What follows belongs to an exercise in optimizing a design on an open flow for small area, a short achievable clock period and few clock cycles; a production flow would make more cautious choices. Where RTL was checked, it was by simulation tests only, not by an equivalence proof against the original. No functional check of the RTL was part of runs 1 and 2. Power and IR drop assume default switching activity.

## design/flow/design.v

```verilog
package isa_pkg;
   typedef logic [31:0] word_t;
   typedef logic [4:0]  reg_addr_t;
   typedef logic [5:0]  opcode_t;
   typedef logic [5:0]  funct_t;
   typedef logic [15:0] imm_t;
   localparam opcode_t OP_SPECIAL = 6'h00;
   localparam opcode_t OP_ADDIU   = 6'h09;
   localparam opcode_t OP_ORI     = 6'h0d;
   localparam opcode_t OP_LUI     = 6'h0f;
   localparam opcode_t OP_LW      = 6'h23;
   localparam opcode_t OP_SW      = 6'h2b;
   localparam funct_t FN_ADDU = 6'h21;
   localparam funct_t FN_SUBU = 6'h23;
   localparam funct_t FN_AND  = 6'h24;
   localparam funct_t FN_OR   = 6'h25;
   localparam funct_t FN_XOR  = 6'h26;
   localparam funct_t FN_SLT  = 6'h2a;
endpackage
package pipe_pkg;
   localparam logic [2:0] ALU_ADD = 3'b000;
   localparam logic [2:0] ALU_SUB = 3'b001;
   localparam logic [2:0] ALU_SLT = 3'b011;
   localparam logic [2:0] ALU_AND = 3'b100;
   localparam logic [2:0] ALU_OR  = 3'b101;
   localparam logic [2:0] ALU_XOR = 3'b110;
   localparam logic [2:0] ALU_B   = 3'b111;
endpackage
`timescale 1ns/1ns
module decoder (
   input  logic [31:0] instr_i,
   output logic        a_en_o,      
   output logic        b_en_o,      
   output logic        use_imm_o,
   output logic [31:0] imm_o,
   output logic        we_o,        
   output logic [4:0]  dest_o,
   output logic        load_o,
   output logic        store_o,
   output logic [2:0]  alu_op_o
);
   logic [5:0] op, fn;
   logic [4:0] rs, rt, rd;
   logic       r_ok, is_r, is_addiu, is_ori, is_lui, is_lw, is_sw;
   assign op = instr_i[31:26];
   assign fn = instr_i[5:0];
   assign rs = instr_i[25:21];
   assign rt = instr_i[20:16];
   assign rd = instr_i[15:11];
   always_comb begin
      r_ok = 1'b1;
      alu_op_o = pipe_pkg::ALU_ADD;
      case (fn)
         isa_pkg::FN_ADDU: alu_op_o = pipe_pkg::ALU_ADD;
         isa_pkg::FN_SUBU: alu_op_o = pipe_pkg::ALU_SUB;
         isa_pkg::FN_AND:  alu_op_o = pipe_pkg::ALU_AND;
         isa_pkg::FN_OR:   alu_op_o = pipe_pkg::ALU_OR;
         isa_pkg::FN_XOR:  alu_op_o = pipe_pkg::ALU_XOR;
         isa_pkg::FN_SLT:  alu_op_o = pipe_pkg::ALU_SLT;
         default:          r_ok = 1'b0;
      endcase
      is_r     = (op == isa_pkg::OP_SPECIAL) && r_ok;
      is_addiu = (op == isa_pkg::OP_ADDIU);
      is_ori   = (op == isa_pkg::OP_ORI);
      is_lui   = (op == isa_pkg::OP_LUI);
      is_lw    = (op == isa_pkg::OP_LW);
      is_sw    = (op == isa_pkg::OP_SW);
      if (is_ori) alu_op_o = pipe_pkg::ALU_OR;
      if (is_lui) alu_op_o = pipe_pkg::ALU_B;
      if (is_addiu || is_lw || is_sw) alu_op_o = pipe_pkg::ALU_ADD;
   end
   assign a_en_o    = (is_r || is_addiu || is_ori || is_lw || is_sw) && rs != 5'd0;
   assign b_en_o    = (is_r || is_sw) && rt != 5'd0;
   assign use_imm_o = !is_r;
   assign imm_o     = is_lui ? {instr_i[15:0], 16'h0000}
                    : is_ori ? {16'h0000, instr_i[15:0]}
                    : {{16{instr_i[15]}}, instr_i[15:0]};
   assign dest_o    = is_r ? rd : rt;
   assign we_o      = (is_r || is_addiu || is_ori || is_lui || is_lw) && dest_o != 5'd0;
   assign load_o    = is_lw;
   assign store_o   = is_sw;
endmodule
`timescale 1ns/1ns
module reg_file (
   input  logic        clk,
   input  logic        rst,
   input  logic [31:1] sel_a_i,
   input  logic [31:1] sel_b_i,
   output logic [31:0] rdata_a_o,
   output logic [31:0] rdata_b_o,
   input  logic        we_i,
   input  logic [4:0]  waddr_i,
   input  logic [31:0] wdata_i
);
   logic [31:0] regs [1:31];
   logic [31:0] wd;
   assign wd = rst ? 32'd0 : wdata_i;
   always_ff @(posedge clk) begin
      for (int i = 1; i < 32; i++) begin
         if (rst || (we_i && waddr_i == 5'(i))) begin
            regs[i] <= wd;
         end
      end
   end
   always_comb begin
      rdata_a_o = '0;
      rdata_b_o = '0;
      for (int i = 1; i < 32; i++) begin
         rdata_a_o = rdata_a_o | (regs[i] & {32{sel_a_i[i]}});
         rdata_b_o = rdata_b_o | (regs[i] & {32{sel_b_i[i]}});
      end
   end
endmodule
`timescale 1ns/1ns
module hazard_unit (
   input  logic [4:0] rs_i,
   input  logic [4:0] rt_i,
   input  logic       a_en_i,
   input  logic       b_en_i,
   input  logic       ex_we_i,       
   input  logic       ex_load_i,
   input  logic [4:0] ex_dest_i,
   input  logic       mem_we_i,      
   input  logic [4:0] mem_dest_i,
   output logic       fa_ex_o,
   output logic       fa_mem_o,
   output logic       fb_ex_o,
   output logic       fb_mem_o,
   output logic       load_use_o
);
   logic a_ex, b_ex;
   assign a_ex       = ex_we_i && ex_dest_i == rs_i;
   assign b_ex       = ex_we_i && ex_dest_i == rt_i;
   assign fa_ex_o    = a_ex;
   assign fb_ex_o    = b_ex;
   assign fa_mem_o   = mem_we_i && mem_dest_i == rs_i;
   assign fb_mem_o   = mem_we_i && mem_dest_i == rt_i;
   assign load_use_o = ex_load_i && ((a_en_i && a_ex) || (b_en_i && b_ex));
endmodule
`timescale 1ns/1ns
module alu (
   input  logic [2:0]  op_i,
   input  logic [31:0] a_i,
   input  logic [31:0] b_i,
   output logic [31:0] result_o
);
   logic        sub;
   logic [31:0] sum, lres;
   logic        less;
   assign sub  = op_i[0];
   assign sum  = a_i + (b_i ^ {32{sub}}) + {31'd0, sub};
   assign less = (a_i[31] ^ b_i[31]) ? a_i[31] : sum[31];
   always_comb begin
      case (op_i[1:0])
         2'b00:   lres = a_i & b_i;
         2'b01:   lres = a_i | b_i;
         2'b10:   lres = a_i ^ b_i;
         default: lres = b_i;
      endcase
      if (op_i[2])           result_o = lres;
      else if (op_i[1])      result_o = {31'd0, less};
      else                   result_o = sum;
   end
endmodule
`timescale 1ns/1ns
module pipe_core (
   input  logic        clk,
   input  logic        rst,
   input  logic        run_i,
   input  logic        run_n_i,      
   input  logic [31:0] stop_pc_i,
   input  logic [31:0] stop_pc_n_i,  
   output logic        drained_o,
   input  logic        dbg_next_i,   
   input  logic [4:0]  dbg_addr_i,
   input  logic        dbg_now_i,    
   output logic [31:0] dbg_data_o,
   output logic [31:0] inst_addr_o,
   input  logic [31:0] inst_data_i,
   output logic        data_en_o,
   output logic [3:0]  data_wen_o,
   output logic [31:0] data_addr_o,
   output logic [31:0] data_wdata_o,
   input  logic [31:0] data_rdata_i
);
   logic [31:2] pc;           
   logic [31:2] cpc;          
   logic        ok_q;         
   logic        d_valid;
   logic [31:0] d_instr;
   logic [31:1] sel_a, sel_b;  
   logic        e_valid, e_we, e_load, e_store;
   logic [2:0]  e_op;
   logic [4:0]  e_dest;
   logic [31:0] e_a, e_b, e_sd;
   logic        m_valid, m_we, m_load, m_store;
   logic [4:0]  m_dest;
   logic [31:0] m_res, m_sd;
   logic commit, adv, stall_d, d_free;
   logic load_use;
   assign commit = m_valid && ok_q;
   assign adv    = !m_valid || ok_q;
   assign stall_d = load_use || dbg_now_i;
   assign d_free = !d_valid || (adv && !stall_d);
   assign inst_addr_o = {pc, 2'b00};
   function automatic logic [31:1] onehot(input logic [4:0] r);
      for (int i = 1; i < 32; i++) onehot[i] = (r == 5'(i));
   endfunction
   always_ff @(posedge clk) begin
      if (rst) begin
         pc      <= '0;
         d_valid <= 1'b0;
      end else if (d_free) begin
         pc      <= pc + 30'd1;
         d_valid <= 1'b1;
      end
      if (d_free) d_instr <= inst_data_i;
   end
   always_ff @(posedge clk) begin
      if (dbg_next_i) begin
         sel_a <= onehot(dbg_addr_i);
      end else if (d_free) begin
         sel_a <= onehot(inst_data_i[25:21]);
      end else begin
         sel_a <= onehot(d_instr[25:21]);
      end
      if (d_free) sel_b <= onehot(inst_data_i[20:16]);
   end
   logic        a_en, b_en, use_imm, we, load, store;
   logic [31:0] imm;
   logic [4:0]  dest;
   logic [2:0]  op;
   logic [31:0] rf_a, rf_b, alu_res, m_fwd;
   logic        fa_ex, fa_mem, fb_ex, fb_mem;
   logic [31:0] a_n, b_n, sd_n;
   decoder u_decoder (
      .instr_i   (d_instr),
      .a_en_o    (a_en),
      .b_en_o    (b_en),
      .use_imm_o (use_imm),
      .imm_o     (imm),
      .we_o      (we),
      .dest_o    (dest),
      .load_o    (load),
      .store_o   (store),
      .alu_op_o  (op)
   );
   reg_file u_reg_file (
      .clk       (clk),
      .rst       (rst),
      .sel_a_i   (sel_a),
      .sel_b_i   (sel_b),
      .rdata_a_o (rf_a),
      .rdata_b_o (rf_b),
      .we_i      (commit && m_we),
      .waddr_i   (m_dest),
      .wdata_i   (m_fwd)
   );
   assign dbg_data_o = rf_a;
   hazard_unit u_hazard_unit (
      .rs_i       (d_instr[25:21]),
      .rt_i       (d_instr[20:16]),
      .a_en_i     (a_en),
      .b_en_i     (b_en),
      .ex_we_i    (e_we),
      .ex_load_i  (e_load),
      .ex_dest_i  (e_dest),
      .mem_we_i   (m_we),
      .mem_dest_i (m_dest),
      .fa_ex_o    (fa_ex),
      .fa_mem_o   (fa_mem),
      .fb_ex_o    (fb_ex),
      .fb_mem_o   (fb_mem),
      .load_use_o (load_use)
   );
   assign m_fwd = m_load ? data_rdata_i : m_res;
   assign a_n  = fa_ex ? alu_res : fa_mem ? m_fwd : rf_a;
   assign sd_n = fb_ex ? alu_res : fb_mem ? m_fwd : rf_b;
   assign b_n  = use_imm ? imm : sd_n;
   always_ff @(posedge clk) begin
      if (rst) begin
         e_valid <= 1'b0;
         e_we    <= 1'b0;
         e_load  <= 1'b0;
         e_store <= 1'b0;
      end else if (adv) begin
         e_valid <= d_valid && !stall_d;
         e_we    <= d_valid && !stall_d && we;
         e_load  <= d_valid && !stall_d && load;
         e_store <= d_valid && !stall_d && store;
      end
      if (adv) begin
         e_op   <= op;
         e_dest <= dest;
         e_a    <= a_n;
         e_b    <= b_n;
         e_sd   <= sd_n;
      end
   end
   alu u_alu (
      .op_i     (e_op),
      .a_i      (e_a),
      .b_i      (e_b),
      .result_o (alu_res)
   );
   always_ff @(posedge clk) begin
      if (rst) begin
         m_valid <= 1'b0;
         m_we    <= 1'b0;
         m_load  <= 1'b0;
         m_store <= 1'b0;
      end else if (adv) begin
         m_valid <= e_valid;
         m_we    <= e_we;
         m_load  <= e_load;
         m_store <= e_store;
      end
      if (adv) begin
         m_dest <= e_dest;
         m_res  <= alu_res;
         m_sd   <= e_sd;
      end
   end
   logic [31:2] cpc_n;
   assign cpc_n = commit ? cpc + 30'd1 : cpc;
   always_ff @(posedge clk) begin
      if (rst) begin
         cpc  <= '0;
         ok_q <= 1'b0;
      end else begin
         cpc  <= cpc_n;
         ok_q <= run_n_i && cpc_n != stop_pc_n_i[31:2];
      end
   end
   assign data_en_o    = commit && (m_load || m_store);
   assign data_wen_o   = {4{commit && m_store}};
   assign data_addr_o  = m_res;
   assign data_wdata_o = m_sd;
   assign drained_o = cpc == stop_pc_i[31:2];
endmodule
`timescale 1ns/1ns
module cfg_regs (
   input  logic        clk,
   input  logic        rst,
   input  logic        psel_i,
   input  logic        penable_i,
   input  logic        pwrite_i,
   input  logic [7:0]  paddr_i,
   input  logic [31:0] pwdata_i,
   output logic [31:0] prdata_o,
   output logic        pready_o,
   output logic        pslverr_o,
   output logic        run_o,
   output logic        run_n_o,
   output logic [31:0] stop_pc_o,
   output logic [31:0] stop_pc_n_o,
   input  logic        drained_i,
   output logic        dbg_next_o,
   output logic [4:0]  dbg_addr_o,
   output logic        dbg_now_o,
   input  logic [31:0] dbg_data_i
);
   logic [7:0]  pa_q;    
   logic        access, wr_ctrl, wr_stop;
   logic [31:0] rd_mux;
   assign access     = psel_i && penable_i;
   assign pready_o   = 1'b1;
   assign pslverr_o  = 1'b0;
   assign wr_ctrl = access && pwrite_i && pa_q == 8'h00;
   assign wr_stop = access && pwrite_i && pa_q == 8'h04;
   assign run_n_o     = wr_ctrl ? pwdata_i[0] : run_o;
   assign stop_pc_n_o = wr_stop ? pwdata_i : stop_pc_o;
   assign dbg_next_o = psel_i && !penable_i && !pwrite_i && paddr_i[7];
   assign dbg_addr_o = paddr_i[6:2];
   always_ff @(posedge clk) begin
      if (psel_i && !penable_i) pa_q <= paddr_i;
      if (rst) begin
         run_o     <= 1'b0;
         stop_pc_o <= 32'hffff_fffc;
         dbg_now_o <= 1'b0;
      end else begin
         run_o     <= run_n_o;
         stop_pc_o <= stop_pc_n_o;
         dbg_now_o <= dbg_next_o;
      end
   end
   always_comb begin
      if (pa_q[7]) begin
         rd_mux = dbg_data_i;
      end else begin
         case (pa_q)
            8'h00:   rd_mux = {31'b0, run_o};
            8'h04:   rd_mux = stop_pc_o;
            8'h08:   rd_mux = {31'b0, drained_i};
            default: rd_mux = '0;
         endcase
      end
   end
   always_ff @(posedge clk) begin
      if (access && !pwrite_i) prdata_o <= rd_mux;
   end
endmodule
`timescale 1ns/1ns
module mips_top (
   input  logic       clk,
   input  logic       rst,
   output isa_pkg::word_t      inst_addr_o,
   input  isa_pkg::word_t      inst_data_i,
   output logic       data_en_o,
   output logic [3:0] data_wen_o,
   output isa_pkg::word_t      data_addr_o,
   output isa_pkg::word_t      data_wdata_o,
   input  isa_pkg::word_t      data_rdata_i,
   input  logic       psel_i,
   input  logic       penable_i,
   input  logic       pwrite_i,
   input  logic [7:0] paddr_i,
   input  isa_pkg::word_t      pwdata_i,
   output isa_pkg::word_t      prdata_o,
   output logic       pready_o,
   output logic       pslverr_o
);
   logic        run, run_n, drained, dbg_next, dbg_now;
   logic [31:0] stop_pc, stop_pc_n, dbg_data;
   logic [4:0]  dbg_addr;
   pipe_core u_pipe_core (
      .clk          (clk),
      .rst          (rst),
      .run_i        (run),
      .run_n_i      (run_n),
      .stop_pc_i    (stop_pc),
      .stop_pc_n_i  (stop_pc_n),
      .drained_o    (drained),
      .dbg_next_i   (dbg_next),
      .dbg_addr_i   (dbg_addr),
      .dbg_now_i    (dbg_now),
      .dbg_data_o   (dbg_data),
      .inst_addr_o  (inst_addr_o),
      .inst_data_i  (inst_data_i),
      .data_en_o    (data_en_o),
      .data_wen_o   (data_wen_o),
      .data_addr_o  (data_addr_o),
      .data_wdata_o (data_wdata_o),
      .data_rdata_i (data_rdata_i)
   );
   cfg_regs u_cfg_regs (
      .clk         (clk),
      .rst         (rst),
      .psel_i      (psel_i),
      .penable_i   (penable_i),
      .pwrite_i    (pwrite_i),
      .paddr_i     (paddr_i),
      .pwdata_i    (pwdata_i),
      .prdata_o    (prdata_o),
      .pready_o    (pready_o),
      .pslverr_o   (pslverr_o),
      .run_o       (run),
      .run_n_o     (run_n),
      .stop_pc_o   (stop_pc),
      .stop_pc_n_o (stop_pc_n),
      .drained_i   (drained),
      .dbg_next_o  (dbg_next),
      .dbg_addr_o  (dbg_addr),
      .dbg_now_o   (dbg_now),
      .dbg_data_i  (dbg_data)
   );
endmodule
```

## design/flow/run.sh

```bash
#!/bin/bash
# synth_recipe.tcl (not shown) runs the flow's synth.tcl, then flattens the netlist and writes it again
# the make line also repeats each setting of config.mk as NAME=value (left out here)
make -C /OpenROAD-flow-scripts/flow DESIGN_CONFIG=/design/flow/config.mk WORK_HOME=/design/flow/orfs CLKGATE_MAP_FILE= SYNTH_SCRIPT=/design/flow/synth_recipe.tcl finish
```

## design/flow/config.mk

```make
export PLATFORM = sky130hd
export DESIGN_NAME = mips_top
export DESIGN_NICKNAME = mips_top
export VERILOG_FILES = /design/flow/design.v
export SDC_FILE = /design/flow/constraint.sdc
export NUM_CORES = 4
export LEC_CHECK = 0
export CAP_MARGIN = 20
export CORE_MARGIN = 2
export CORE_UTILIZATION = 40
export SLEW_MARGIN = 20
```

## design/flow/constraint.sdc

```tcl
create_clock -name core_clock -period 5.5 [get_ports {clk}]
set_input_delay 1.1000 -clock core_clock [delete_from_list [all_inputs] [get_ports {clk}]]
set_output_delay 1.1000 -clock core_clock [all_outputs]
set_load 0.01 [all_outputs]
```

==> results.yml, run 1 <==
power:
  internal_power_w: 0.02207
  ir_worst_vdd_v: 0.0002948
  clkPwrFrac_pct: 31.8
  power.switching_w: 0.01048
  p_per_area_nw_per_um2: 446.7
  power_frac_seq_pct: 48.0
  leakage_nw: 25.72
  comb_power_share_pct: 20.3
  sw_frac_of_total_pct: 32.21
global_route:
  antenna_found_initial: 9
  grt_pass1_vias: 47080
  grt_max_degree: 117
  overflow: 0
  track_usage_pct: 34.69
  grt_pass1_wl_um: 382400
synthesis:
  avgSynthCellArea_um2: 13.42
  synth_edf_count: 1268
  synthArstFlopShare_pct: 0
  yosys_warnings: 6
  ys_types: 79
  ys_ff_latch: 1403
  syn_area_um2: 62460
  synth_area_leaders: "edfxtp_1, dfxtp_1, a22o_1, a22oi_1, a221oi_1"
  synth_top_area_cell: "edfxtp_1"
  synth_top_area_share_pct: 60.96
  yosysSeqAreaShare_pct: 65.29
  synth_top_flop_cell: "edfxtp_1"
  syn_inst: 4656
setup_path:
  crit_required_ps: 4400
  path_max_fanout: 7
  critPathLaunchType: "register"
  worst-setup-path-type: "reg -> out"
  reg2reg_depth: 12
  cp-end-kind: "primary output"
  arrival_ps: 3270
floorplan:
  die_h_um: 399.2
  fp-row-count: 145
  die_x_um: 399.2
  dieArea_um2: 159300
  core_region_area_um2: 155700
  io_pins: 244
  start_util_pct: 40.13
timing:
  skew_ps: 27.94
  hold_viol_final: 0
  max_freq_mhz: 229.1
  worst_pin_slew_ps: 1259
  holdWs_ps: 415.3
  min_period_ps: 4366
  fin_ws_ps: 1134
  slew_headroom_pct: 16.08
  setup_viol_count_final: 0
  fin_setup_tns_ps: 0
  period_share_pct: 79.37
  drv_slew: 0
  rsz0062_at_grt: "no"
place:
  gp_congestion: 0.9561
  dpl.hpwl_um: 166000
  portBuffers: 239
  pre_cts_ws_ps: 1281
  place_inst: 6815
drt:
  drt_first_pass_iters: 13
  ant_nets: 0
  route.detailed.drc: 0
  wl_per_cell_um: 40.14
  vias_per_cell: 7.164
  drt_iter0_drc: 11670
  routed_wl_um: 284900
  vias: 50850
clocking:
  post-cts-setup-buffers: 0
  clkTransAtPathRegs_ps: 60
  clock_sinks: 1403
  cts_tree: "built"
  cts_root_buffer: "clkbuf_16"
  numCtsBuffers: 145
  postCtsHoldBufs: 0
  cts_buffer_depth: 3
  insertion_delay_ps: 820
  cts_resized: 0
  h-tree-depth: 4
finish:
  final.fill_count: 13710
  layout_commonest_cell: "edfxtp_1"
  fin_nets: 5110
  fin_cells: 7098
  drive_above_1_share_pct: 11.12
  area_growth_pct: 16.67
  mostFrequentLayoutCells: "edfxtp_1, a22oi_1, a22o_1"
min_path:
  hp-class: "reg -> reg"
  holdPathStages: 0
flow_run:
  maxCapViolCount: 0
outcome:
  status: "finished clean"
-- routing by layer --
layer | wire length [um] | track usage [%] | vias up
li1 | - | - | 19350
met1 | 97480 | 42.85 | 24690
met2 | 116900 | 49.68 | 5290
met3 | 47100 | 15.12 | 1512
met4 | 23210 | 21.64 | 12
met5 | 172 | 0.2724 | -
-- sequential cells by signal (all words and copies together), names as in the netlist, 3 cells and up --
name                         cells
u_cfg_regs.pa_q                  8
u_cfg_regs.prdata_o             32
u_cfg_regs.stop_pc_o            32
u_pipe_core.cpc                 30
u_pipe_core.d_instr             32
u_pipe_core.e_a                 32
u_pipe_core.e_b                 32
u_pipe_core.e_dest               5
u_pipe_core.e_op                 3
u_pipe_core.e_sd                32
u_pipe_core.m_dest               5
u_pipe_core.m_res               32
u_pipe_core.m_sd                32
u_pipe_core.pc                  30
u_pipe_core.sel_a               31
u_pipe_core.sel_b               31
u_pipe_core.u_reg_file.regs    992
-- stage by stage --
step / utilization [%] / total power [W] / instance area, um^2
2_1_floorplan: - / 0.01834 / 62470
3_3_place_gp: 43.58 / 0.02189 / 67840
3_5_place_dp: 43.60 / 0.02192 / 67860
4_1_cts: 46.77 / 0.03210 / 72800
5_1_grt: 46.80 / 0.03326 / 72850
6_report: 46.82 / 0.03255 / 72880
-- cells by family after synthesis --
| family | after synthesis | share of synthesized area, % |
|---|---|---|
| buffers and inverters | 442 | 2.752 |
| and+or+nand+nor | 1052 | 8.217 |
| adders and majority gates | 97 | 1.955 |
| other | 2 | 0.01202 |
| DFF | 1403 | 65.29 |
| xor gates and xnor gates | 175 | 2.454 |
| AOI/OAI and AO/OA | 1372 | 17.05 |
| muxes | 113 | 2.270 |
-- final timing paths --
check	startpoint	end	slack (ps)
max reg2reg	u_pipe_core.e_op[0]	u_pipe_core.e_b[29]	1210
max	u_pipe_core.m_valid	data_en_o	1130
min reg2reg	u_pipe_core.e_sd[5]	u_pipe_core.m_sd[5]	420
min	u_pipe_core.e_sd[5]	u_pipe_core.m_sd[5]	420
-- power by group through the flow --
stage                     sequential [W]  combinational, W  clock, W
final                             0.0156           0.00660    0.0103
after global routing              0.0157           0.00683    0.0108
after CTS                         0.0155           0.00625    0.0103
after detailed placement          0.0157           0.00623         0
after global placement            0.0157           0.00618         0
after floorplan                   0.0152           0.00318         0
-- critical path, stage by stage, from the launching register on --
cell and delay, ps:
dfxtp_1 770, nand2_1 550, nor2_1 490, clkdlybuf4s50_1 620
-- layout make-up --
type	instances	area, um^2	share of cell area, %
antenna	14	35.03	0.04807
clock buffer	173	3797	5.211
timing repair buffer	414	3854	5.288
multi-input combinational	2813	20150	27.65
sequential	1403	40840	56.04
clock inverter	96	1142	1.568
inverter	127	485.5	0.6662
tap	2058	2575	3.533
-- cells in the mapped netlist (18+ instances only) --
master and number:
a21o_1 24, a22oi_1 356, nand4_1 127, a21oi_1 137, buf_1 30, a211oi_1 18
nor2_1 241, a222oi_1 65, clkbuf_1 261, xnor2_1 63, dfxtp_1 135, xor2_1 112
or3_1 21, o21ai_0 90, inv_1 126, mux4_2 21, a221oi_1 277, nor3_1 61
nand2_1 283, a22o_1 307, o21a_1 21, edfxtp_1 1268, mux2i_1 75, ha_1 96
nand3_1 172, or4_1 35
==> run 2: changes to the inputs <==
--- a/design/flow/config.mk
+++ b/design/flow/config.mk
@@ -5,7 +5,9 @@
 export SDC_FILE = /design/flow/constraint.sdc
 export NUM_CORES = 4
 export LEC_CHECK = 0
+export ABC_CLOCK_PERIOD_IN_PS = 2500
 export CAP_MARGIN = 20
 export CORE_MARGIN = 2
 export CORE_UTILIZATION = 40
+export SETUP_SLACK_MARGIN = 2.8
 export SLEW_MARGIN = 20
==> run 2 against run 1 <==
Compared with the run above:
- cell count grew 2.9%
- sequential power about the same
- register-to-register slack improved by 770 ps
- flip-flop and latch count did not move
- sequential share of layout area fell by 3.0 points
- total power grew 4.2%
- non-clock buffer count up 193
- global-route usage is 1.7 points higher
- via count is 3.9% higher
- synthesized cell count stayed put
- critical path depth up 10
- clock power about the same
- critical path type is now reg -> reg
- critical endpoint is now u_pipe_core.e_b[20]
- largest cell class unchanged
==> results.yml, run 2 <==
setup_path:
  path_depth: 13
  cp_slowest_stage_delay_ps: 420
  r2r_slack_ps: 1980
  cp-end-kind: "register"
  critPathLaunchType: "register"
  path_max_fanout: 6
  crit_required_ps: 6080
  reg2reg_from: "u_pipe_core.e_op[0]"
  cp_top_family: "compound AO/OA/AOI/OAI gates"
  path_cells: "buf_6, buf_16, xor2_4, ha_4, o21a_1, o211ai_1, a21oi_4, o211ai_1, a31oi_2, or3_1, a32o_2, mux2_4, o21a_1"
  arrival_ps: 4090
  reg2reg_depth: 13
  cp_slowest_cell: "edfxtp_1"
  worst-setup-path-type: "reg -> reg"
  crit_buf_inv: 2
  r2r_end: "u_pipe_core.e_b[20]"
synthesis:
  ys_ff_latch: 1403
  synth_edf_count: 1268
  yosys_warnings: 6
  syn_inst: 4656
  yosysSeqAreaShare_pct: 65.29
  syn_area_um2: 62460
  synth_area_leaders: "edfxtp_1, dfxtp_1, a22o_1, a22oi_1, a221oi_1"
  yosysMostFrequentCell: "edfxtp_1"
  synth_top_flop_cell: "edfxtp_1"
  synthArstFlopShare_pct: 0
  synth_top_area_share_pct: 60.96
  synth_common_cells: "edfxtp_1, a22oi_1, a22o_1"
  synth_top_area_cell: "edfxtp_1"
  ys_types: 79
  avgSynthCellArea_um2: 13.42
timing:
  rsz0062_at_grt: "yes"
  drv_slew: 0
  max_freq_mhz: 284.3
  period_share_pct: 63.95
  hold_viol_final: 0
  holdWs_ps: 422.7
  fin_setup_tns_ps: 0
  worst_pin_slew_ps: 1105
  skew_ps: 27.79
  setup_viol_count_final: 0
  slew_headroom_pct: 26.33
  min_period_ps: 3517
clocking:
  postCtsHoldBufs: 0
  clkTransAtPathRegs_ps: 70
  h-tree-depth: 4
  cts_buffer_depth: 3
  insertion_delay_ps: 830
  numCtsBuffers: 150
  cts_root_buffer: "clkbuf_16"
  cts_tree: "built"
  clock_sinks: 1403
finish:
  drive_above_1_share_pct: 19.63
  area_growth_pct: 23.35
  fin_cells: 7306
  layout_commonest_cell: "edfxtp_1"
  largest_register_ffs: 992
  mostFrequentLayoutCells: "edfxtp_1, a22oi_1, a22o_1"
  final.fill_count: 13350
  utilization_pct: 49.50
  fin_nets: 5316
  top_register: "u_pipe_core.u_reg_file.regs"
min_path:
  hp-class: "reg -> reg"
  hp-start: "u_pipe_core.e_sd[6]"
  holdPathStages: 0
  whs_endpoint: "u_pipe_core.m_sd[6]"
global_route:
  antenna_found_initial: 13
  overflow: 0
  track_usage_pct: 36.38
  grt_pass1_vias: 48800
  grt_pass1_wl_um: 400400
  grt_max_degree: 72
outcome:
  status: "finished clean"
power:
  ir_worst_vdd_v: 0.0003221
  power_w: 0.03392
  leakage_nw: 27.53
  p_per_area_nw_per_um2: 440.2
floorplan:
  core_region_area_um2: 155700
  fp-row-count: 145
  die_x_um: 399.2
  io_pins: 244
  die_h_um: 399.2
  start_util_pct: 40.13
  dieArea_um2: 159300
drt:
  wl_per_cell_um: 41.29
  route.detailed.drc: 0
  routed_wl_um: 301700
  vias_per_cell: 7.235
  vias: 52860
  drt_iter0_drc: 11170
  drt_first_pass_iters: 10
  ant_nets: 0
flow_run:
  maxCapViolCount: 0
place:
  dpl.hpwl_um: 175000
  place_inst: 6836
  portBuffers: 239
  gp_congestion: 0.9732
==> run 2: repair_timing <==
| item | in CTS | in global routing |
|---|---|---|
| cloned | 10 | 7 |
| pin swaps | 73 | 75 |
| setup endpoints to repair | 1238 | 626 |
| resized for setup | 493 | 205 |
| buffers inserted | 104 | 58 |
==> run 2: kinds of logic (layout without fill, tap and decap cells) <==
logic type                 Yosys count  count (layout)  synth area share (%)
AOI/OAI and AO/OA                 1372            1372                 17.05
other                                2              19               0.01202
adders and majority gates           97              97                 1.955
xor gates and xnor gates           175             175                 2.454
DFF                               1403            1403                 65.29
muxes                              113             113                 2.270
buffers and inverters              442            1011                 2.752
and+or+nand+nor                   1052            1058                 8.217
==> run 2: layer usage <==
metal  GRT usage, %  routed length [um]  share of wire, %  up-vias
met4          23.77               26600               8.8       20
met3          17.30               50520                17     1645
met1          44.07              101300                34    25700
li1               -                   -                 -    19780
met2          51.42              122800                41     5712
met5          1.150                 457              0.15        -
==> run 2: final cells by class <==
type                       instances  area [um^2]  area share (%)
sequential                      1403        40860           53.03
multi-input combinational       2819        22010           28.57
timing repair buffer             607         6020           7.812
clock buffer                     181         3891           5.050
tap                             2058         2575           3.342
clock inverter                    94         1150           1.492
inverter                         127        498.0          0.6463
antenna                           15        37.54         0.04872
timing repair inverter             2        11.26         0.01461
==> run 2: worst max-delay path by stage <==
stage / start / endpoint
after detailed placement: u_pipe_core.e_op[0] / u_pipe_core.e_b[20]
after floorplan: u_pipe_core.m_valid / u_pipe_core.e_a[0]
after CTS: u_pipe_core.e_op[0] / u_pipe_core.e_b[20]
final: u_pipe_core.e_op[0] / u_pipe_core.e_b[20]
after global placement: u_pipe_core.e_op[0] / u_pipe_core.e_b[20]
after global routing: u_pipe_core.e_op[0] / u_pipe_core.e_b[20]
==> run 2: stage by stage <==
stage	setup slack [ps]	instance area, um^2
final	1983	77050
after global routing	1902	77020
after detailed placement	1266	68310
after global placement	1263	68280
after CTS	2043	75530
after floorplan	1904	62890
==> run 2: where the power goes <==
group	internal (W)	total, W	switching, W
combinational	0.00260	0.00771	0.00510
sequential	0.0142	0.0156	0.00142
clock	0.00608	0.0106	0.00452
total	0.0229	0.0339	0.0110
==> run 3: changes to the inputs <==
--- a/design/flow/design.v
+++ b/design/flow/design.v
@@ -117,49 +117,47 @@
    input  logic [4:0] rt_i,
    input  logic       a_en_i,
    input  logic       b_en_i,
+   input  logic       use_imm_i,
    input  logic       ex_we_i,       
-   input  logic       ex_load_i,
    input  logic [4:0] ex_dest_i,
    input  logic       mem_we_i,      
    input  logic [4:0] mem_dest_i,
-   output logic       fa_ex_o,
-   output logic       fa_mem_o,
-   output logic       fb_ex_o,
-   output logic       fb_mem_o,
-   output logic       load_use_o
+   output logic       fa_ex_o,       
+   output logic       fb_ex_o,       
+   output logic       fsd_ex_o,      
+   output logic       fa_mem_o,      
+   output logic       fb_mem_o       
 );
    logic a_ex, b_ex;
-   assign a_ex       = ex_we_i && ex_dest_i == rs_i;
-   assign b_ex       = ex_we_i && ex_dest_i == rt_i;
-   assign fa_ex_o    = a_ex;
-   assign fb_ex_o    = b_ex;
-   assign fa_mem_o   = mem_we_i && mem_dest_i == rs_i;
-   assign fb_mem_o   = mem_we_i && mem_dest_i == rt_i;
-   assign load_use_o = ex_load_i && ((a_en_i && a_ex) || (b_en_i && b_ex));
+   assign a_ex     = a_en_i && ex_we_i && ex_dest_i == rs_i;
+   assign b_ex     = b_en_i && ex_we_i && ex_dest_i == rt_i;
+   assign fa_ex_o  = a_ex;
+   assign fb_ex_o  = b_ex && !use_imm_i;
+   assign fsd_ex_o = b_ex;
+   assign fa_mem_o = mem_we_i && mem_dest_i == rs_i;
+   assign fb_mem_o = mem_we_i && mem_dest_i == rt_i;
 endmodule
 `timescale 1ns/1ns
 module alu (
    input  logic [2:0]  op_i,
    input  logic [31:0] a_i,
    input  logic [31:0] b_i,
-   output logic [31:0] result_o
+   output logic [15:0] lo_o,
+   output logic        c16_o,
+   output logic [15:0] hi0_o,    
+   output logic [15:0] hi1_o,    
+   output logic [31:0] lres_o
 );
-   logic        sub;
-   logic [31:0] sum, lres;
-   logic        less;
-   assign sub  = op_i[0];
-   assign sum  = a_i + (b_i ^ {32{sub}}) + {31'd0, sub};
-   assign less = (a_i[31] ^ b_i[31]) ? a_i[31] : sum[31];
+   assign {c16_o, lo_o} = {1'b0, a_i[15:0]} + {1'b0, b_i[15:0]};
+   assign hi0_o = a_i[31:16] + b_i[31:16];
+   assign hi1_o = a_i[31:16] + b_i[31:16] + 16'd1;
    always_comb begin
       case (op_i[1:0])
-         2'b00:   lres = a_i & b_i;
-         2'b01:   lres = a_i | b_i;
-         2'b10:   lres = a_i ^ b_i;
-         default: lres = b_i;
+         2'b00:   lres_o = a_i & b_i;
+         2'b01:   lres_o = a_i | b_i;
+         2'b10:   lres_o = a_i ^ b_i;
+         default: lres_o = b_i;
       endcase
-      if (op_i[2])           result_o = lres;
-      else if (op_i[1])      result_o = {31'd0, less};
-      else                   result_o = sum;
    end
 endmodule
 `timescale 1ns/1ns
@@ -184,24 +182,29 @@
    input  logic [31:0] data_rdata_i
 );
    logic [31:2] pc;           
-   logic [31:2] cpc;          
-   logic        ok_q;         
    logic        d_valid;
+   logic [31:2] d_pc;         
    logic [31:0] d_instr;
    logic [31:1] sel_a, sel_b;  
+   logic        ok_q;         
    logic        e_valid, e_we, e_load, e_store;
    logic [2:0]  e_op;
    logic [4:0]  e_dest;
    logic [31:0] e_a, e_b, e_sd;
-   logic        m_valid, m_we, m_load, m_store;
+   logic        m_valid, m_we, m_load, m_en, m_wr;
    logic [4:0]  m_dest;
-   logic [31:0] m_res, m_sd;
-   logic commit, adv, stall_d, d_free;
-   logic load_use;
-   assign commit = m_valid && ok_q;
-   assign adv    = !m_valid || ok_q;
-   assign stall_d = load_use || dbg_now_i;
-   assign d_free = !d_valid || (adv && !stall_d);
+   logic [31:0] m_sd;
+   logic [15:0] m_lo, m_hi0, m_hi1;
+   logic        m_c16;
+   logic        m_c16a;    
+   logic        m_inv;     
+   logic        m_slt, m_sa, m_sb;   
+   logic [31:0] m_sum, m_val;
+   logic        m_less;
+   logic d_go, d_free;
+   logic lu_q;    
+   assign d_go   = d_valid && ok_q && !dbg_now_i && !lu_q;
+   assign d_free = !d_valid || d_go;
    assign inst_addr_o = {pc, 2'b00};
    function automatic logic [31:1] onehot(input logic [4:0] r);
       for (int i = 1; i < 32; i++) onehot[i] = (r == 5'(i));
@@ -214,7 +217,10 @@
          pc      <= pc + 30'd1;
          d_valid <= 1'b1;
       end
-      if (d_free) d_instr <= inst_data_i;
+      if (d_free) begin
+         d_instr <= inst_data_i;
+         d_pc    <= pc;
+      end
    end
    always_ff @(posedge clk) begin
       if (dbg_next_i) begin
@@ -226,13 +232,23 @@
       end
       if (d_free) sel_b <= onehot(inst_data_i[20:16]);
    end
+   logic [31:2] d_pc_n;
+   assign d_pc_n = d_free ? pc : d_pc;
+   always_ff @(posedge clk) begin
+      if (rst) ok_q <= 1'b0;
+      else     ok_q <= run_n_i && d_pc_n != stop_pc_n_i[31:2];
+   end
    logic        a_en, b_en, use_imm, we, load, store;
    logic [31:0] imm;
    logic [4:0]  dest;
    logic [2:0]  op;
-   logic [31:0] rf_a, rf_b, alu_res, m_fwd;
-   logic        fa_ex, fa_mem, fb_ex, fb_mem;
+   logic [31:0] rf_a, rf_b, m_fwd;
+   logic [31:0] lres;
+   logic [15:0] s_lo, s_hi0, s_hi1;
+   logic        s_c16, sub_d;
+   logic        fa_ex, fb_ex, fsd_ex, fa_mem, fb_mem;
    logic [31:0] a_n, b_n, sd_n;
+   logic        p_ld, p_sum, p_log, p_slt;
    decoder u_decoder (
       .instr_i   (d_instr),
       .a_en_o    (a_en),
@@ -252,7 +268,7 @@
       .sel_b_i   (sel_b),
       .rdata_a_o (rf_a),
       .rdata_b_o (rf_b),
-      .we_i      (commit && m_we),
+      .we_i      (m_we),
       .waddr_i   (m_dest),
       .wdata_i   (m_fwd)
    );
@@ -262,81 +278,112 @@
       .rt_i       (d_instr[20:16]),
       .a_en_i     (a_en),
       .b_en_i     (b_en),
+      .use_imm_i  (use_imm),
       .ex_we_i    (e_we),
-      .ex_load_i  (e_load),
       .ex_dest_i  (e_dest),
       .mem_we_i   (m_we),
       .mem_dest_i (m_dest),
       .fa_ex_o    (fa_ex),
-      .fa_mem_o   (fa_mem),
       .fb_ex_o    (fb_ex),
-      .fb_mem_o   (fb_mem),
-      .load_use_o (load_use)
+      .fsd_ex_o   (fsd_ex),
+      .fa_mem_o   (fa_mem),
+      .fb_mem_o   (fb_mem)
+   );
+   assign m_sum  = {m_c16 ? m_hi1 : m_hi0, m_lo};
+   assign m_less = (m_sa ^ m_sb) ? m_sa : !m_sum[31];
+   assign m_val  = m_slt ? {31'd0, m_less} : m_sum ^ {32{m_inv}};
+   assign m_fwd  = m_load ? data_rdata_i : m_val;
+   assign p_ld  = e_load;
+   assign p_sum = !e_op[2] && !e_op[1] && !e_load;
+   assign p_log = e_op[2] && !e_load;
+   assign p_slt = !e_op[2] && e_op[1] && !e_load;
+   logic       nx_a_en, nx_b_en, nx_use_imm, nx_we, nx_load, nx_store;
+   logic [31:0] nx_imm;
+   logic [4:0] nx_dest;
+   logic [2:0] nx_op;
+   decoder u_next_decoder (
+      .instr_i   (inst_data_i),
+      .a_en_o    (nx_a_en),
+      .b_en_o    (nx_b_en),
+      .use_imm_o (nx_use_imm),
+      .imm_o     (nx_imm),
+      .we_o      (nx_we),
+      .dest_o    (nx_dest),
+      .load_o    (nx_load),
+      .store_o   (nx_store),
+      .alu_op_o  (nx_op)
    );
-   assign m_fwd = m_load ? data_rdata_i : m_res;
-   assign a_n  = fa_ex ? alu_res : fa_mem ? m_fwd : rf_a;
-   assign sd_n = fb_ex ? alu_res : fb_mem ? m_fwd : rf_b;
-   assign b_n  = use_imm ? imm : sd_n;
+   always_ff @(posedge clk) begin
+      if (rst) lu_q <= 1'b0;
+      else     lu_q <= d_go && we && !op[2]
+                       && ((nx_a_en && inst_data_i[25:21] == dest)
+                           || (nx_b_en && inst_data_i[20:16] == dest));
+   end
+   logic [31:0] a_o, sd_o;
+   assign a_o  = (fa_ex && p_log) ? lres : fa_mem ? m_fwd : rf_a;
+   assign sd_o = (fsd_ex && p_log) ? lres : fb_mem ? m_fwd : rf_b;
+   assign sub_d = !op[2] && op[0];
+   assign a_n   = a_o ^ {32{sub_d}};
+   assign sd_n  = sd_o;
+   assign b_n   = use_imm ? imm : sd_o;
    always_ff @(posedge clk) begin
       if (rst) begin
          e_valid <= 1'b0;
          e_we    <= 1'b0;
          e_load  <= 1'b0;
          e_store <= 1'b0;
-      end else if (adv) begin
-         e_valid <= d_valid && !stall_d;
-         e_we    <= d_valid && !stall_d && we;
-         e_load  <= d_valid && !stall_d && load;
-         e_store <= d_valid && !stall_d && store;
-      end
-      if (adv) begin
-         e_op   <= op;
-         e_dest <= dest;
-         e_a    <= a_n;
-         e_b    <= b_n;
-         e_sd   <= sd_n;
+      end else begin
+         e_valid <= d_go;
+         e_we    <= d_go && we;
+         e_load  <= d_go && load;
+         e_store <= d_go && store;
       end
+      e_op     <= op;
+      e_dest   <= dest;
+      e_a      <= a_n;
+      e_b      <= b_n;
+      e_sd     <= sd_n;
    end
    alu u_alu (
       .op_i     (e_op),
       .a_i      (e_a),
       .b_i      (e_b),
-      .result_o (alu_res)
+      .lo_o     (s_lo),
+      .c16_o    (s_c16),
+      .hi0_o    (s_hi0),
+      .hi1_o    (s_hi1),
+      .lres_o   (lres)
    );
    always_ff @(posedge clk) begin
       if (rst) begin
          m_valid <= 1'b0;
          m_we    <= 1'b0;
-         m_load  <= 1'b0;
-         m_store <= 1'b0;
-      end else if (adv) begin
+         m_en    <= 1'b0;
+         m_wr    <= 1'b0;
+      end else begin
          m_valid <= e_valid;
          m_we    <= e_we;
-         m_load  <= e_load;
-         m_store <= e_store;
-      end
-      if (adv) begin
-         m_dest <= e_dest;
-         m_res  <= alu_res;
-         m_sd   <= e_sd;
-      end
-   end
-   logic [31:2] cpc_n;
-   assign cpc_n = commit ? cpc + 30'd1 : cpc;
-   always_ff @(posedge clk) begin
-      if (rst) begin
-         cpc  <= '0;
-         ok_q <= 1'b0;
-      end else begin
-         cpc  <= cpc_n;
-         ok_q <= run_n_i && cpc_n != stop_pc_n_i[31:2];
+         m_en    <= e_load || e_store;
+         m_wr    <= e_store;
       end
+      m_load <= e_load;
+      m_dest <= e_dest;
+      m_lo   <= e_op[2] ? lres[15:0] : s_lo;
+      m_hi0  <= e_op[2] ? lres[31:16] : s_hi0;
+      m_hi1  <= s_hi1;
+      m_c16  <= !e_op[2] && s_c16;
+      m_c16a <= s_c16;
+      m_inv  <= !e_op[2] && !e_op[1] && e_op[0];
+      m_slt  <= !e_op[2] && e_op[1];
+      m_sa   <= !e_a[31];    
+      m_sb   <= e_b[31];
+      m_sd   <= e_sd;
    end
-   assign data_en_o    = commit && (m_load || m_store);
-   assign data_wen_o   = {4{commit && m_store}};
-   assign data_addr_o  = m_res;
+   assign data_en_o    = m_en;
+   assign data_wen_o   = {4{m_wr}};
+   assign data_addr_o  = {m_c16a ? m_hi1 : m_hi0, m_lo};
    assign data_wdata_o = m_sd;
-   assign drained_o = cpc == stop_pc_i[31:2];
+   assign drained_o = d_valid && d_pc == stop_pc_i[31:2] && !e_valid;
 endmodule
 `timescale 1ns/1ns
 module cfg_regs (
==> design/flow/config.mk (replaced) <==
export PLATFORM = sky130hd
export DESIGN_NAME = mips_top
export DESIGN_NICKNAME = mips_top
export VERILOG_FILES = /design/flow/design.v
export SDC_FILE = /design/flow/constraint.sdc
export NUM_CORES = 4
export LEC_CHECK = 0
export ABC_CLOCK_PERIOD_IN_PS = 1000
export CAP_MARGIN = 20
export CORE_MARGIN = 2
export CORE_UTILIZATION = 55
export SETUP_SLACK_MARGIN = 2.5
export SLEW_MARGIN = 20
==> run 3 against run 2 <==
Compared with the run above:
- fmax increased by 12%
- global-route usage increased by 11 points
- synthesized area decreased by 2.4%
- worst setup slack gained 380 ps
- non-clock buffer count is 142 lower
==> results.yml, run 3 <==
clocking:
  clkTransAtPathRegs_ps: 60
  postCtsHoldBufs: 0
  insertion_delay_ps: 820
  cts_buffer_depth: 3
  clock_sinks: 1426
  h-tree-depth: 4
  cts_root_buffer: "clkbuf_16"
  numCtsBuffers: 148
  cts_tree: "built"
min_path:
  hp-class: "reg -> reg"
  hp-start: "u_pipe_core.e_sd[14]"
  whs_endpoint: "u_pipe_core.m_sd[14]"
  holdPathStages: 0
global_route:
  overflow: 0
  track_usage_pct: 47.18
  grt_pass1_vias: 45770
  grt_max_degree: 60
  antenna_found_initial: 15
  grt_pass1_wl_um: 366100
power:
  ir_worst_vdd_v: 0.0004018
  clkPwrFrac_pct: 31.3
  comb_power_share_pct: 21.0
  power.switching_w: 0.01051
  leakage_nw: 25.72
  p_per_area_nw_per_um2: 466.9
  power_frac_seq_pct: 47.7
  sw_frac_of_total_pct: 31.19
  internal_power_w: 0.02318
setup_path:
  critPathLaunchType: "register"
  arrival_ps: 3580
  r2r_end: "u_pipe_core.u_reg_file.regs[29][14]"
  reg2reg_depth: 3
  path_cells: "nand4_1, o21ai_4, buf_4"
  path_depth: 3
  cp_slowest_cell: "o21ai_4"
  path_max_fanout: 19
  cp_top_family: "compound AO/OA/AOI/OAI gates"
  reg2reg_from: "u_pipe_core.m_we"
  cp_slowest_stage_delay_ps: 920
  r2r_slack_ps: 2360
  cp-end-kind: "register"
  crit_buf_inv: 1
  crit_required_ps: 5940
  worst-setup-path-type: "reg -> reg"
timing:
  slew_headroom_pct: 17.84
  drv_slew: 0
  rsz0062_at_grt: "yes"
  fin_setup_tns_ps: 0
  setup_viol_count_final: 0
  min_period_ps: 3139
  hold_viol_final: 0
  worst_pin_slew_ps: 1231
  period_share_pct: 57.08
  skew_ps: 56.76
  max_freq_mhz: 318.5
place:
  post_dp_cell_area_um2: 65930
  gp_congestion: 0.9730
  portBuffers: 239
  dpl.hpwl_um: 163000
floorplan:
  die_x_um: 337.0
  fp-row-count: 122
  die_h_um: 337.0
  dieArea_um2: 113500
  start_util_pct: 55.25
  core_region_area_um2: 110400
  io_pins: 244
drt:
  route.detailed.drc: 0
  vias: 49290
  drt_iter0_drc: 11140
  vias_per_cell: 7.690
  ant_nets: 0
  drt_first_pass_iters: 15
  routed_wl_um: 273100
  wl_per_cell_um: 42.61
synthesis:
  synth_top_flop_cell: "edfxtp_1"
  ys_ff_latch: 1426
  synth_top_area_cell: "edfxtp_1"
  synth_common_cells: "edfxtp_1, a22oi_1, dfxtp_1"
  syn_inst: 4470
  yosysSeqAreaShare_pct: 64.79
  yosys_warnings: 6
  ys_types: 92
  avgSynthCellArea_um2: 13.64
  synth_area_leaders: "edfxtp_1, dfxtp_1, a22oi_1, a22o_1, a221oi_1"
  synth_edf_count: 1095
  yosysMostFrequentCell: "edfxtp_1"
  synthArstFlopShare_pct: 0
  synth_top_area_share_pct: 53.92
  syn_area_um2: 60980
flow_run:
  maxCapViolCount: 0
finish:
  final.fill_count: 8171
  utilization_pct: 65.38
  design_area_um2: 72160
  drive_above_1_share_pct: 16.07
  top_register: "u_pipe_core.u_reg_file.regs"
  largest_register_ffs: 992
  area_growth_pct: 18.33
  mostFrequentLayoutCells: "edfxtp_1, a22oi_1, dfxtp_1"
  fin_nets: 4966
  layout_commonest_cell: "edfxtp_1"
outcome:
  status: "finished clean"
==> run 3: timing repair <==
action	4_1_cts	5_1_grt
buffers inserted	28	13
pin swaps	24	19
resized for setup	139	93
cloned	2	1
endpoints found under the hold margin	0	0
endpoints found under the setup margin	472	147
==> run 3: power by group through the flow <==
stage / clock network [W] / logic (W) / registers (W)
3_3_place_gp: 0 / 0.00634 / 0.0162
2_1_floorplan: 0 / 0.00366 / 0.0155
4_1_cts: 0.0105 / 0.00661 / 0.0159
5_1_grt: 0.0110 / 0.00734 / 0.0161
6_report: 0.0105 / 0.00708 / 0.0161
3_5_place_dp: 0 / 0.00636 / 0.0161
==> run 3: worst reg2reg max path, stage by stage (launching register included) <==
cell	delay, ps
dfxtp_1	710
nand4_1	590
o21ai_4	920
buf_4	570
==> run 3: cell type report <==
| type | instances | area [um^2] | area share [%] |
|---|---|---|---|
| diodes | 7 | 17.52 | 0.02428 |
| clock buffers | 193 | 4197 | 5.816 |
| clock inverters | 83 | 893.4 | 1.238 |
| inverters | 120 | 452.9 | 0.6277 |
| multi-input cells | 2628 | 20770 | 28.79 |
| flip-flops and latches | 1426 | 39590 | 54.87 |
| well taps | 1488 | 1862 | 2.580 |
| repair buffers | 465 | 4368 | 6.054 |
==> run 3: how the worst max path moves through the flow <==
stage / start / end / slack, ps
3_5_place_dp: penable_i / u_pipe_core.ok_q / 1550
5_1_grt: u_pipe_core.m_c16a / data_addr_o[25] / 2360
4_1_cts: u_pipe_core.m_c16a / data_addr_o[25] / 2300
6_report: u_pipe_core.m_we / u_pipe_core.u_reg_file.regs[29][14] / 2360
3_3_place_gp: penable_i / u_pipe_core.ok_q / 1560
2_1_floorplan: u_pipe_core.m_dest[3] / u_pipe_core.u_reg_file.regs[28][0] / 1720
==> run 3: per-layer routing <==
metal	vias up	wire length, um	global-route usage, %
li1	18640	-	-
met1	23720	91240	58.12
met2	5357	110800	65.96
met3	1561	48630	23.26
met4	22	21840	29.31
met5	-	653	2.298
==> run 3: metrics by stage <==
stage               setup slack, ps  instances  hold slack [ps]  total power (W)
detailed placement             1552       6082            314.7          0.02249
CTS                            2296       6388            332.1          0.03306
global placement               1561       6081            314.8          0.02249
global route                   2363       6406            337.4          0.03445
finish                         2361       6410            328.7          0.03369
floorplan                      1720       4472            309.6          0.01916
==> run 3: kinds of logic (layout without fill, tap and decap cells) <==
family / Yosys count / in the layout / synth area share (%)
other: 2 / 11 / 0.01232
multiplexers: 242 / 242 / 4.801
flip-flops: 1426 / 1426 / 64.79
adder cells (fa/ha/maj): 68 / 68 / 1.420
XOR/XNOR: 212 / 212 / 3.070
AO/OA/AOI/OAI: 1267 / 1268 / 16.29
AND/OR/NAND/NOR: 833 / 834 / 6.933
buffers and inverters: 420 / 861 / 2.680
Testbench counts of run 3, summed over its fixed seeds: cycles 6,806.
==> run 4: changes to the inputs <==
--- a/design/flow/design.v
+++ b/design/flow/design.v
@@ -149,8 +149,26 @@
    output logic [31:0] lres_o
 );
    assign {c16_o, lo_o} = {1'b0, a_i[15:0]} + {1'b0, b_i[15:0]};
-   assign hi0_o = a_i[31:16] + b_i[31:16];
-   assign hi1_o = a_i[31:16] + b_i[31:16] + 16'd1;
+   logic [15:0] hp, hg, gg [0:4], pp [0:4];
+   assign hp = a_i[31:16] ^ b_i[31:16];
+   assign hg = a_i[31:16] & b_i[31:16];
+   always_comb begin
+      gg[0] = hg;
+      pp[0] = hp;
+      for (int l = 0; l < 4; l++) begin
+         for (int i = 0; i < 16; i++) begin
+            if ((i >> l) & 1) begin
+               gg[l+1][i] = gg[l][i] | (pp[l][i] & gg[l][((i >> l) << l) - 1]);
+               pp[l+1][i] = pp[l][i] & pp[l][((i >> l) << l) - 1];
+            end else begin
+               gg[l+1][i] = gg[l][i];
+               pp[l+1][i] = pp[l][i];
+            end
+         end
+      end
+   end
+   assign hi0_o = hp ^ {gg[4][14:0], 1'b0};
+   assign hi1_o = hp ^ {gg[4][14:0] | pp[4][14:0], 1'b1};
    always_comb begin
       case (op_i[1:0])
          2'b00:   lres_o = a_i & b_i;
@@ -196,7 +214,7 @@
    logic [31:0] m_sd;
    logic [15:0] m_lo, m_hi0, m_hi1;
    logic        m_c16;
-   logic        m_c16a;    
+   logic        m_c16a, m_c16b;
    logic        m_inv;     
    logic        m_slt, m_sa, m_sb;   
    logic [31:0] m_sum, m_val;
@@ -373,6 +391,7 @@
       m_hi1  <= s_hi1;
       m_c16  <= !e_op[2] && s_c16;
       m_c16a <= s_c16;
+      m_c16b <= (e_load || e_store) && s_c16;
       m_inv  <= !e_op[2] && !e_op[1] && e_op[0];
       m_slt  <= !e_op[2] && e_op[1];
       m_sa   <= !e_a[31];    
@@ -381,7 +400,10 @@
    end
    assign data_en_o    = m_en;
    assign data_wen_o   = {4{m_wr}};
-   assign data_addr_o  = {m_c16a ? m_hi1 : m_hi0, m_lo};
+   assign data_addr_o  = {m_c16a ? m_hi1[15:10] : m_hi0[15:10],
+                          m_c16b ? m_hi1[9:5]   : m_hi0[9:5],
+                          m_c16  ? m_hi1[4:0]   : m_hi0[4:0],
+                          m_lo};
    assign data_wdata_o = m_sd;
    assign drained_o = d_valid && d_pc == stop_pc_i[31:2] && !e_valid;
 endmodule
@@ -407,20 +429,25 @@
    output logic        dbg_now_o,
    input  logic [31:0] dbg_data_i
 );
-   logic [7:0]  pa_q;    
+   logic        a_ctrl_q, a_stop_q, a_stat_q, a_win_q;
    logic        access, wr_ctrl, wr_stop;
    logic [31:0] rd_mux;
    assign access     = psel_i && penable_i;
    assign pready_o   = 1'b1;
    assign pslverr_o  = 1'b0;
-   assign wr_ctrl = access && pwrite_i && pa_q == 8'h00;
-   assign wr_stop = access && pwrite_i && pa_q == 8'h04;
+   assign wr_ctrl = access && pwrite_i && a_ctrl_q;
+   assign wr_stop = access && pwrite_i && a_stop_q;
    assign run_n_o     = wr_ctrl ? pwdata_i[0] : run_o;
    assign stop_pc_n_o = wr_stop ? pwdata_i : stop_pc_o;
    assign dbg_next_o = psel_i && !penable_i && !pwrite_i && paddr_i[7];
    assign dbg_addr_o = paddr_i[6:2];
    always_ff @(posedge clk) begin
-      if (psel_i && !penable_i) pa_q <= paddr_i;
+      if (psel_i && !penable_i) begin
+         a_ctrl_q <= paddr_i == 8'h00;
+         a_stop_q <= paddr_i == 8'h04;
+         a_stat_q <= paddr_i == 8'h08;
+         a_win_q  <= paddr_i[7];
+      end
       if (rst) begin
          run_o     <= 1'b0;
          stop_pc_o <= 32'hffff_fffc;
@@ -431,18 +458,9 @@
          dbg_now_o <= dbg_next_o;
       end
    end
-   always_comb begin
-      if (pa_q[7]) begin
-         rd_mux = dbg_data_i;
-      end else begin
-         case (pa_q)
-            8'h00:   rd_mux = {31'b0, run_o};
-            8'h04:   rd_mux = stop_pc_o;
-            8'h08:   rd_mux = {31'b0, drained_i};
-            default: rd_mux = '0;
-         endcase
-      end
-   end
+   assign rd_mux = ({32{a_win_q}}  & dbg_data_i)
+                 | ({32{a_stop_q}} & stop_pc_o)
+                 | {31'b0, (a_ctrl_q && run_o) || (a_stat_q && drained_i)};
    always_ff @(posedge clk) begin
       if (access && !pwrite_i) prdata_o <= rd_mux;
    end
--- a/design/flow/config.mk
+++ b/design/flow/config.mk
@@ -8,6 +8,6 @@
 export ABC_CLOCK_PERIOD_IN_PS = 1000
 export CAP_MARGIN = 20
 export CORE_MARGIN = 2
-export CORE_UTILIZATION = 55
-export SETUP_SLACK_MARGIN = 2.5
+export CORE_UTILIZATION = 70
+export SETUP_SLACK_MARGIN = 2.6
 export SLEW_MARGIN = 20
==> run 4 against run 3 <==
Compared with the run above:
- first-iteration DRC count up 33%
- synthesized area down 0.13%
- worst setup slack better by 56 ps
- combinational power down 4.7%
- hold slack better by 1.9 ps
- sequential power about the same
- core utilization up 16 points
- highest routed layer unchanged
- total power down 3.2%
- largest power group unchanged
==> results.yml, run 4 <==
global_route:
  overflow: 0
  track_usage_pct: 58.06
  grt_pass1_vias: 49040
  grt_pass1_wl_um: 360400
  antenna_found_initial: 19
  grt_max_degree: 64
synthesis:
  synth_common_cells: "edfxtp_1, a22oi_1, dfxtp_1"
  ys_types: 88
  synth_top_area_cell: "edfxtp_1"
  synth_top_family_by_area: "compound AO/OA/AOI/OAI gates"
  synthMuxAreaShare_pct: 3.520
  synth_edf_count: 1091
  synthXorXnorAreaFrac_pct: 2.948
  yosysMostFrequentCell: "edfxtp_1"
  ys_ff_latch: 1423
  yosys_warnings: 8
  syn_area_um2: 60900
  synthSimpleGateAreaFrac_pct: 7.754
  synth_compound_area_share_pct: 16.71
  synth_top_flop_cell: "edfxtp_1"
  syn_inst: 4559
  avgSynthCellArea_um2: 13.36
  synthAdderAreaFrac_pct: 1.500
  synth_area_leaders: "edfxtp_1, dfxtp_1, a22oi_1, xnor2_1, nand4_1"
  synth_top_area_share_pct: 53.80
  yosysSeqAreaShare_pct: 64.71
  synthArstFlopShare_pct: 0
drt:
  routed_wl_um: 263900
  drt_iter0_drc: 14860
  ant_nets: 0
  route.detailed.drc: 0
  drt_first_pass_iters: 17
  vias_per_cell: 8.555
  wl_per_cell_um: 43.12
  vias: 52360
setup_path:
  worst-setup-path-type: "reg -> reg"
  crit_required_ps: 6130
  critPathLaunchType: "register"
  cp-end-kind: "register"
  cp_slowest_stage_delay_ps: 800
  arrival_ps: 3710
  path_max_fanout: 21
  reg2reg_depth: 7
  cp_slowest_cell: "or4_1"
  path_cells: "a22o_1, a221oi_1, nand3_1, or4_1, o21ai_0, a21oi_1, xnor2_1"
timing:
  slew_headroom_pct: 16.49
  skew_ps: 32.60
  worst_pin_slew_ps: 1253
  setup_viol_count_final: 0
  min_period_ps: 3083
  drv_slew: 0
  period_share_pct: 56.05
  fin_setup_tns_ps: 0
  max_freq_mhz: 324.4
  fin_ws_ps: 2417
  rsz0062_at_grt: "yes"
  hold_viol_final: 0
flow_run:
  maxCapViolCount: 0
finish:
  mostFrequentLayoutCells: "edfxtp_1, a22oi_1, dfxtp_1"
  design_area_um2: 70660
  final.fill_count: 4780
  fin_nets: 5009
  drive_above_1_share_pct: 14.36
  layout_commonest_cell: "edfxtp_1"
  top_register: "u_pipe_core.u_reg_file.regs"
  largest_register_ffs: 992
  area_growth_pct: 16.03
clocking:
  insertion_delay_ps: 780
  h-tree-depth: 4
  clock_sinks: 1423
  postCtsHoldBufs: 0
  cts_tree: "built"
  clkTransAtPathRegs_ps: 60
  cts_buffer_depth: 3
  cts_root_buffer: "clkbuf_16"
  numCtsBuffers: 140
floorplan:
  io_pins: 244
  start_util_pct: 70.42
  core_region_area_um2: 86480
  die_x_um: 299.0
  dieArea_um2: 89370
  fp-row-count: 108
  die_h_um: 299.0
min_path:
  holdPathStages: 0
  hp-class: "reg -> reg"
place:
  portBuffers: 239
  post_dp_cell_area_um2: 65060
  dpl.hpwl_um: 149500
  gp_congestion: 1.012
  pre_cts_ws_ps: 1928
power:
  leakage_nw: 25.18
  ir_worst_vdd_v: 0.0004052
  p_per_area_nw_per_um2: 461.4
outcome:
  status: "finished clean"
==> run 4: path summary, 6_finish.rpt <==
check / slack, ps / from / end
min: 330 / u_pipe_core.e_sd[28] / u_pipe_core.m_sd[28]
max: 2420 / u_pipe_core.sel_a[11] / u_pipe_core.e_a[18]
min reg2reg: 330 / u_pipe_core.e_sd[28] / u_pipe_core.m_sd[28]
max reg2reg: 2420 / u_pipe_core.sel_a[11] / u_pipe_core.e_a[18]
==> run 4: critical path: cells and delay by family (launching register included) <==
| family | cells | cell delay (ps) |
|---|---|---|
| AOI/OAI and AO/OA | 4 | 1100 |
| and+or+nand+nor | 2 | 970 |
| DFF | 1 | 700 |
| xor gates and xnor gates | 1 | 140 |
==> run 4: what timing repair did <==
action / 4_1_cts / 5_1_grt
gates cloned: 2 / 0
gates resized for setup: 125 / 106
buffers inserted: 24 / 6
pin swaps: 7 / 9
setup endpoints to repair: 426 / 812
==> run 4: logic make-up after synthesis <==
family	after synthesis
fa+ha+maj	70
buf+inv	434
flops	1423
compound gates	1347
xor+xnor	205
simple gates	912
mux	166
other cells	2
==> run 4: metal layers <==
layer	wire (um)	global-route usage, %	up-vias
met4	30970	43.76	56
li1	-	-	18860
met3	56140	38.52	2488
met5	1682	9.894	-
met1	76240	67.04	24130
met2	98830	74.87	6822
==> run 4: cell type report <==
class / count / area (um^2) / share of cell area [%]
flip-flops and latches: 1423 / 39520 / 55.93
multi-input cells: 2706 / 20450 / 28.94
clock inverters: 66 / 698.2 / 0.9881
repair buffers: 432 / 4040 / 5.718
clock buffers: 189 / 3971 / 5.620
well taps: 1155 / 1445 / 2.045
diodes: 22 / 55.05 / 0.07791
inverters: 127 / 479.2 / 0.6782
==> run 4: report_power, final <==
group          total, W  internal (W)  switching (W)
sequential       0.0160        0.0145        0.00149
clock           0.00987       0.00569        0.00418
combinational   0.00675       0.00230        0.00445
==> run 4: through the flow <==
stage	power, W	utilization [%]	instances	hold WS [ps]
3_3_place_gp	0.02185	75.23	5809	314.3
4_1_cts	0.03173	81.17	6090	327.0
2_1_floorplan	0.01894	-	4561	309.6
6_report	0.03260	81.70	6120	330.6
5_1_grt	0.03312	81.66	6106	326.9
3_5_place_dp	0.02200	75.23	5809	314.3
Testbench counts of run 4, summed over its fixed seeds: cycles 6,806.
==> run 5: changes to the inputs <==
==> design/flow/flow/run.sh (new file) <==
#!/bin/bash
# The standard layout, with the port buffers made of buf_2 cells
# instead of the default delay buffers.
set -e
echo 'export BUFFER_PORTS_ARGS = -buffer_cell sky130_fd_sc_hd__buf_2' >> config.mk
bash standard.sh > standard.log 2>&1
==> design/flow/standard.sh (new file) <==
#!/bin/bash
# synth_recipe.tcl (not shown) runs the flow's synth.tcl, then flattens the netlist and writes it again
# the make line also repeats each setting of config.mk as NAME=value (left out here)
make -C /OpenROAD-flow-scripts/flow DESIGN_CONFIG=/design/flow/config.mk WORK_HOME=/design/flow/orfs CLKGATE_MAP_FILE= SYNTH_SCRIPT=/design/flow/synth_recipe.tcl "${@:-finish}"
--- a/design/flow/config.mk
+++ b/design/flow/config.mk
@@ -8,6 +8,7 @@
 export ABC_CLOCK_PERIOD_IN_PS = 1000
 export CAP_MARGIN = 20
 export CORE_MARGIN = 2
-export CORE_UTILIZATION = 70
+export CORE_UTILIZATION = 62
 export SETUP_SLACK_MARGIN = 2.6
 export SLEW_MARGIN = 20
+export BUFFER_PORTS_ARGS = -buffer_cell sky130_fd_sc_hd__buf_2
removed: design/flow/run.sh
==> run 5 against run 4 <==
Compared with the run above:
- wire length up 0.97%
- synthesized area unchanged
- highest routed layer unchanged
- combinational power down 4.1%
- register-to-register slack improved by 40 ps
- fmax grew 1.3%
- critical path type unchanged
- hold slack worse by 7.0 ps
- still clean
- sequential share of layout area increased by 0.83 points
- clock skew increased by 8.5 ps
- critical path depth increased by 2
- via count fell by 3.2%
- core utilization fell by 10 points
==> results.yml, run 5 <==
outcome:
  status: "finished clean"
synthesis:
  yosysSeqAreaShare_pct: 64.71
  synth_top_flop_cell: "edfxtp_1"
  syn_inst: 4559
  yosysMostFrequentCell: "edfxtp_1"
  synthArstFlopShare_pct: 0
  ys_types: 88
  syn_area_um2: 60900
  ys_ff_latch: 1423
global_route:
  grt_pass1_vias: 46440
  track_usage_pct: 51.30
timing:
  setup_viol_count_final: 0
  rsz0062_at_grt: "yes"
  worst_pin_slew_ps: 1215
  min_period_ps: 3043
  period_share_pct: 55.33
finish:
  top_register: "u_pipe_core.u_reg_file.regs"
  mostFrequentLayoutCells: "edfxtp_1, a22oi_1, dfxtp_1"
  layout_commonest_cell: "edfxtp_1"
  fin_nets: 5011
  area_growth_pct: 14.25
  drive_above_1_share_pct: 18.52
setup_path:
  r2r_end: "u_pipe_core.e_a[28]"
  reg2reg_depth: 9
  r2r_slack_ps: 2460
  worst-setup-path-type: "reg -> reg"
  path_max_fanout: 20
floorplan:
  die_h_um: 317.4
  core_region_area_um2: 96990
  die_x_um: 317.4
  fp-row-count: 114
  io_pins: 244
power:
  leakage_nw: 25.17
  power.switching_w: 0.01014
  internal_power_w: 0.02231
  sw_frac_of_total_pct: 31.24
  p_per_area_nw_per_um2: 466.4
  ir_worst_vdd_v: 0.0003530
drt:
  routed_wl_um: 266400
  route.detailed.drc: 0
  vias: 50660
clocking:
  cts_tree: "built"
  numCtsBuffers: 144
  clock_sinks: 1423
place:
  dpl.hpwl_um: 151400
  portBuffers: 239
min_path:
  whs_endpoint: "u_pipe_core.m_sd[31]"
  holdPathStages: 0
flow_run:
  maxCapViolCount: 0
## run 5: cell count changes in the layout (fill, tap and decap cells not counted), moves of 6 or more
cell / change
dfxtp_1: +20
buf_4: +7
buf_2: +234
dfxtp_2: -18
buf_6: -12
clkbuf_8: +9
inv_6: +6
clkdlybuf4s50_1: -222
## run 5: critical path, stage by stage, from the launching register on
cell	delay [ps]
dfxtp_2	1130
buf_4	480
a22oi_1	140
nand4_1	200
nor4_2	60
buf_4	200
mux2_2	290
nand2_1	60
o21ai_0	100
xor2_1	170
## run 5: worst max-delay path by stage
| stage | from | depth (start not counted) | to |
|---|---|---|---|
| CTS | u_pipe_core.m_dest[3] | 4 | u_pipe_core.u_reg_file.regs[27][27] |
| global placement | u_pipe_core.m_dest[0] | 8 | u_pipe_core.e_b[25] |
| finish | u_pipe_core.sel_a[1] | 9 | u_pipe_core.e_a[28] |
| global route | u_pipe_core.sel_b[5] | 9 | u_pipe_core.e_b[28] |
| floorplan | u_pipe_core.m_dest[3] | 3 | u_pipe_core.u_reg_file.regs[28][0] |
| detailed placement | u_pipe_core.m_dest[0] | 8 | u_pipe_core.e_b[25] |
## run 5: cells by family after synthesis
kind of cell / synth area share (%)
compound gates: 16.71
xor+xnor: 2.948
fa+ha+maj: 1.500
buf+inv: 2.846
flops: 64.71
mux: 3.520
other cells: 0.01233
simple gates: 7.754
## run 5: what timing repair did
action | in CTS | in global routing
resized for setup | 54 | 80
setup buffers | 24 | 2
pin swaps | 13 | 10
cloned | 1 | 0
setup endpoints to repair | 488 | 622
## run 5: area by class of cell
class                      count  area [um^2]
inverter                     127        479.2
clock inverter                65        729.5
tap                         1276         1597
antenna                       21        52.55
multi-input combinational   2705        20370
timing repair buffer         431         2838
sequential                  1423        39490
fill                        6647        27420
clock buffer                 196         4024
## run 5: per-layer routing
| layer | vias to the layer above | routed length (um) | global-route usage (%) |
|---|---|---|---|
| met5 | - | 621 | 4.066 |
| met4 | 35 | 23900 | 31.57 |
| met3 | 1886 | 53960 | 30.38 |
| met2 | 6048 | 104700 | 69.91 |
| met1 | 23820 | 83240 | 61.60 |
| li1 | 18870 | - | - |
## run 5: power by group through the flow
stage               logic, W  clock network [W]  registers (W)
finish               0.00647             0.0100         0.0160
global route         0.00663             0.0104         0.0160
detailed placement   0.00586                  0         0.0160
CTS                  0.00600            0.00995         0.0158
floorplan            0.00345                  0         0.0155
global placement     0.00581                  0         0.0160
## run 5: per-stage QoR
stage | std cells | cell area [um^2] | util [%] | hold slack (ps) | setup WS [ps]
global route | 6230 | 69540 | 71.69 | 329.8 | 2588
floorplan | 4561 | 60950 | - | 309.6 | 1717
detailed placement | 5935 | 64060 | 66.04 | 313.8 | 1785
finish | 6244 | 69570 | 71.73 | 323.5 | 2457
global placement | 5935 | 64060 | 66.04 | 312.7 | 1904
CTS | 6221 | 69250 | 71.39 | 324.7 | 2592

Setup slack of run 5, layout unchanged: 2.457 ns with ideal ports, 2.457 ns with driving cells assumed (clock clkbuf_16, inputs buf_2), 1.839 ns with port delays also shifted by the 0.842 ns mid clock arrival.
